Source: an optimization exercise on an open RTL-to-GDS flow (aim: small area, a short achievable clock period and few clock cycles per item). Production flows keep margins and buffers that such runs may drop. At most, simulation tests tie the RTL to the original design; equivalence was not proved.

==> flow/design.v (excerpt) <==
module arr_multiplier_pipe #(
  parameter int INPUT_BIT_SIZE = 32,
  parameter int STAGES         = 4
) (
  input  logic                          Clk,
  input  logic                          Reset,
  input  logic                          InValid,
  output logic                          InReady,
  input  logic [INPUT_BIT_SIZE-1:0]     InA,
  input  logic [INPUT_BIT_SIZE-1:0]     InB,
  input  logic                          Signed,
  output logic                          OutValid,
  input  logic                          OutReady,
  output logic [2*INPUT_BIT_SIZE-1:0]   Out
);
Size in the first run: ~3000 cells after synthesis, ~290 flip-flops, ~31000 µm² of cells after synthesis.
==> flow/config.mk <==
export PLATFORM = sky130hd
export DESIGN_NAME = arr_multiplier_pipe
export DESIGN_NICKNAME = arr_multiplier_pipe
export VERILOG_FILES = /design/flow/design.v
export SDC_FILE = /design/flow/constraint.sdc
export NUM_CORES = 4
export LEC_CHECK = 0
export ABC_AREA = 1
export CAP_MARGIN = 20
export CORE_MARGIN = 2
export CORE_UTILIZATION = 50
export CTS_CLUSTER_DIAMETER = 100
export CTS_CLUSTER_SIZE = 25
export PLACE_DENSITY = 0.65
export SLEW_MARGIN = 20
export SYNTH_HIERARCHICAL = 1
export SYNTH_MINIMUM_KEEP_SIZE = 0
==> flow/constraint.sdc <==
create_clock -name core_clock -period 24.0 [get_ports {Clk}]
set_input_delay 4.8000 -clock core_clock [delete_from_list [all_inputs] [get_ports {Clk}]]
set_output_delay 4.8000 -clock core_clock [all_outputs]
set_load 0.01 [all_outputs]
standard.sh (not shown) runs the stock make flow with config.mk's settings and CLKGATE_MAP_FILE= SYNTH_SCRIPT=/design/flow/synth_recipe.tcl, a recipe that flattens the netlist after the stock synthesis.
==> flow/flow/run.sh <==
#!/bin/bash
# The standard layout (standard.sh), with three changes to how it is made:
#  - the input and output ports get sky130_fd_sc_hd__buf_2 buffers instead of the
#    buffer the resizer picks on its own (a slow delay cell);
#  - the resizer's timing repair aims for SETUP_SLACK_MARGIN ns of setup slack, so it
#    works on the paths that set the achieved period, not only on violations;
#  - clock tree synthesis adds no dummy loads (same clustering as config.mk).
# The clock period, SDC and every other setting are the standard flow's. The make output goes to
# standard.log; each ORFS step keeps its own log under orfs/logs/.
set -euo pipefail
export SETUP_SLACK_MARGIN=18.0
export BUFFER_PORTS_ARGS="-buffer_cell sky130_fd_sc_hd__buf_2"
export CTS_ARGS="-sink_clustering_enable -repair_clock_nets -dont_use_dummy_load -sink_clustering_size 25 -sink_clustering_max_diameter 100"
bash standard.sh > standard.log 2>&1
The baseline finished clean.
==> next run, changes <==
--- a/flow/design.v
+++ b/flow/design.v
@@ -24,92 +24,72 @@
 module arr_mult_ha (
   input  logic i_a,
   input  logic i_b,
   output logic o_s,
   output logic o_c
 );
   assign o_s = i_a ^ i_b;
   assign o_c = i_a & i_b;
 endmodule
-module arr_mult_hold (
-  input  logic i_en,
-  input  logic i_enb,
-  input  logic i_d,
-  input  logic i_q,
-  output logic o_d
-);
-  assign o_d = (i_en & i_d) | (i_enb & i_q);
-endmodule
 module arr_multiplier_pipe #(
   parameter int INPUT_BIT_SIZE = 32,
   parameter int STAGES         = 4
 ) (
   input  logic                          Clk,
   input  logic                          Reset,
   input  logic                          InValid,
   output logic                          InReady,
   input  logic [INPUT_BIT_SIZE-1:0]     InA,
   input  logic [INPUT_BIT_SIZE-1:0]     InB,
   input  logic                          Signed,
   output logic                          OutValid,
   input  logic                          OutReady,
   output logic [2*INPUT_BIT_SIZE-1:0]   Out
 );
   logic        en, o_en, q_vl, q_vl2;
   logic [63:0] q_q;
   logic        r_vl, o_vl;
-  logic        o_vl2;   
   logic        m_vl;
   logic [31:0] a;
   logic [31:0] b;
   logic        s;
   logic [63:0] prod, o_q;
   assign en      = !q_vl;
   assign o_en    = !o_vl || OutReady;
   assign InReady = !q_vl2;
-  logic [63:0] o_nxt;
-  logic [63:0] o_new;
-  logic        o_enb;
-  assign o_new = q_vl ? q_q : prod;
-  assign o_enb = o_vl && !OutReady;
-  for (genvar i = 0; i < 64; i++) begin : g_ohold
-    arr_mult_hold u_ohold (.i_en(o_en), .i_enb(o_enb), .i_d(o_new[i]), .i_q(o_q[i]), .o_d(o_nxt[i]));
-  end
   always_ff @(posedge Clk or negedge Reset) begin
     if (!Reset) begin
       r_vl <= 1'b0;
       o_vl <= 1'b0;
-      o_vl2 <= 1'b0;
       m_vl <= 1'b0;
       q_vl <= 1'b0;
       q_vl2 <= 1'b0;
     end else begin
       if (en) begin
         r_vl <= InValid;
         m_vl <= r_vl;
       end
       if (o_en) o_vl <= q_vl || m_vl;
-      o_vl2 <= q_vl || m_vl || (o_vl && !OutReady);
       q_vl  <= !o_en && (q_vl || m_vl);
       q_vl2 <= (o_vl && !OutReady && q_vl) || (o_vl && !OutReady && m_vl);
     end
   end
   always_ff @(posedge Clk) begin
     if (en) begin
       a <= InA;
       b <= InB;
       s <= Signed;
     end
     if (!q_vl) q_q <= prod;
-    o_q <= o_nxt;
+    if (o_en) o_q <= q_vl ? q_q : prod;
   end
   assign Out      = o_q;
-  assign OutValid = o_vl2;
+  assign OutValid = o_vl;
   logic [32:0] a33;
   logic [33:0] b34;
   logic [15:0] bone, btwo, bneg;
   logic        b16;
   assign a33 = {s & a[31], a};
   assign b34 = {s & b[31], b, 1'b0};
   for (genvar i = 0; i < 16; i++) begin : g_enc
     assign bone[i] = b34[2*i+1] ^ b34[2*i];
     assign btwo[i] = (b34[2*i+2] & ~b34[2*i+1] & ~b34[2*i]) | (~b34[2*i+2] & b34[2*i+1] & b34[2*i]);
Outcome: Die area hardly moves; wire length falls by 1.6%; first-iteration DRC count drops by 9.6%; synthesized cell count fell by 6.5%.
Testbench counts after the change, summed over its fixed seeds: cycles 12,024, items 12,000.
Function not checked in the first run of this note: the RTL went through the layout flow alone.

* * *

run E:
arr_multiplier_pipe, a different RTL version from the one above (not shown whole).
Size in the first run: roughly 2900 cells after synthesis, ~320 flip-flops, ~140 I/O pins, ~0.033 mm² of cells after synthesis.
clock: 24.0 ns
lec_check: 0
abc_area: 1
cap_margin: 20
core_margin: 2
core_utilization: 40
slew_margin: 20
synth_hierarchical: 1
synth_minimum_keep_size: 0
==> flow/flow/run.sh <==
#!/bin/bash
# The standard layout, with two changes to how it is made:
#  - the input and output ports get sky130_fd_sc_hd__buf_2 buffers instead of the
#    buffer the resizer picks on its own (a slow delay cell);
#  - the resizer's timing repair aims for SETUP_SLACK_MARGIN ns of setup slack, so it
#    works on the paths that set the achieved period, not only on violations.
# The clock period, SDC and every other setting are the standard flow's.
set -euo pipefail
export SETUP_SLACK_MARGIN=${SETUP_SLACK_MARGIN_OVERRIDE:-18.0}
export BUFFER_PORTS_ARGS="-buffer_cell sky130_fd_sc_hd__buf_2"
bash standard.sh > standard.log 2>&1
Testbench counts of run E, summed over its fixed seeds: cycles 12,024, items 12,000.
diff inputs: run E => run M
--- a/flow/design.v
+++ b/flow/design.v
@@ -42,34 +42,36 @@
   input  logic [INPUT_BIT_SIZE-1:0]     InB,
   input  logic                          Signed,
   output logic                          OutValid,
   input  logic                          OutReady,
   output logic [2*INPUT_BIT_SIZE-1:0]   Out
 );
-  logic        en, o_en;
+  logic        en, o_en, i_rdy;
   logic        r_vl, o_vl, q_vl;
   logic [31:0] a, b;
   logic        s;
   logic [63:0] prod, o_q, q_q;
   logic m_vl;
   assign en      = !q_vl;
   assign o_en    = !o_vl || OutReady;
-  assign InReady = en;
+  assign InReady = i_rdy;
   always_ff @(posedge Clk or negedge Reset) begin
     if (!Reset) begin
       r_vl <= 1'b0;
       m_vl <= 1'b0;
       o_vl <= 1'b0;
       q_vl <= 1'b0;
+      i_rdy <= 1'b1;
     end else begin
       if (en) begin
         r_vl <= InValid;
         m_vl <= r_vl;
       end
       if (o_en) o_vl <= q_vl || m_vl;
       q_vl <= !o_en && (q_vl || m_vl);
+      i_rdy <= o_en || !(q_vl || m_vl);
     end
   end
   always_ff @(posedge Clk) begin
     if (en) begin
       a <= InA;
       b <= InB;
Notes after the runs:
Run M vs. run E: initial core utilization held steady.
The fraction of synthesized cell area in xor and xnor cells was comparable across run E and run M.
Diff run M..run E | synthesized area per cell | negligible
Any difference in die height between run E and run M is small enough to ignore.
Die area: run M vs run E — no meaningful difference
The library cell contributing the largest single delay on the critical path comes out sky130_fd_sc_hd__dfstp_2 in one run and sky130_fd_sc_hd__dfrtp_4 in the other, namely in run M and run E respectively.
Sort run E and run M by number of sinks driven by the clock tree, descending, and run M comes first.
Testbench counts of run M, summed over its fixed seeds: cycles 12,024, items 12,000.

-- port drivers added, routing unchanged --
In the flow no input, the clock included, has a driving cell. The finished layouts below were timed again as built, in two steps.
Step 1: set_driving_cell puts a clkbuf_16 on Clk and a buf_2 on each other input, an assumption about the parent block.
Step 2, shift: input delay + t, output delay - t, t = (earliest + latest rising clock arrival at the registers) / 2. This alone moves slack from input paths to output paths.
a / b / c = ideal / step 1 / step 2; a / b = the first two.
| run | t, ns | setup slack, ns | latest minus earliest clock arrival (ns) |
|---|---|---|---|
| the first run of note 1 | 0.601 | 17.994 / 17.994 / 17.635 | 0.063 / 0.063 |
| the second run of note 1 | 0.607 | 18.076 / 18.011 / 17.839 | 0.058 / 0.058 |
| run E | 0.632 | 17.908 / 17.840 / 17.886 | 0.017 / 0.018 |
| run M | 0.664 | 17.993 / 17.924 / 17.834 | 0.036 / 0.036 |
After both steps setup and hold are still met in every run listed. The setup slack of the first run of note 1, which loses most, moves by 0.000 ns with the drivers and by -0.359 ns with both steps.
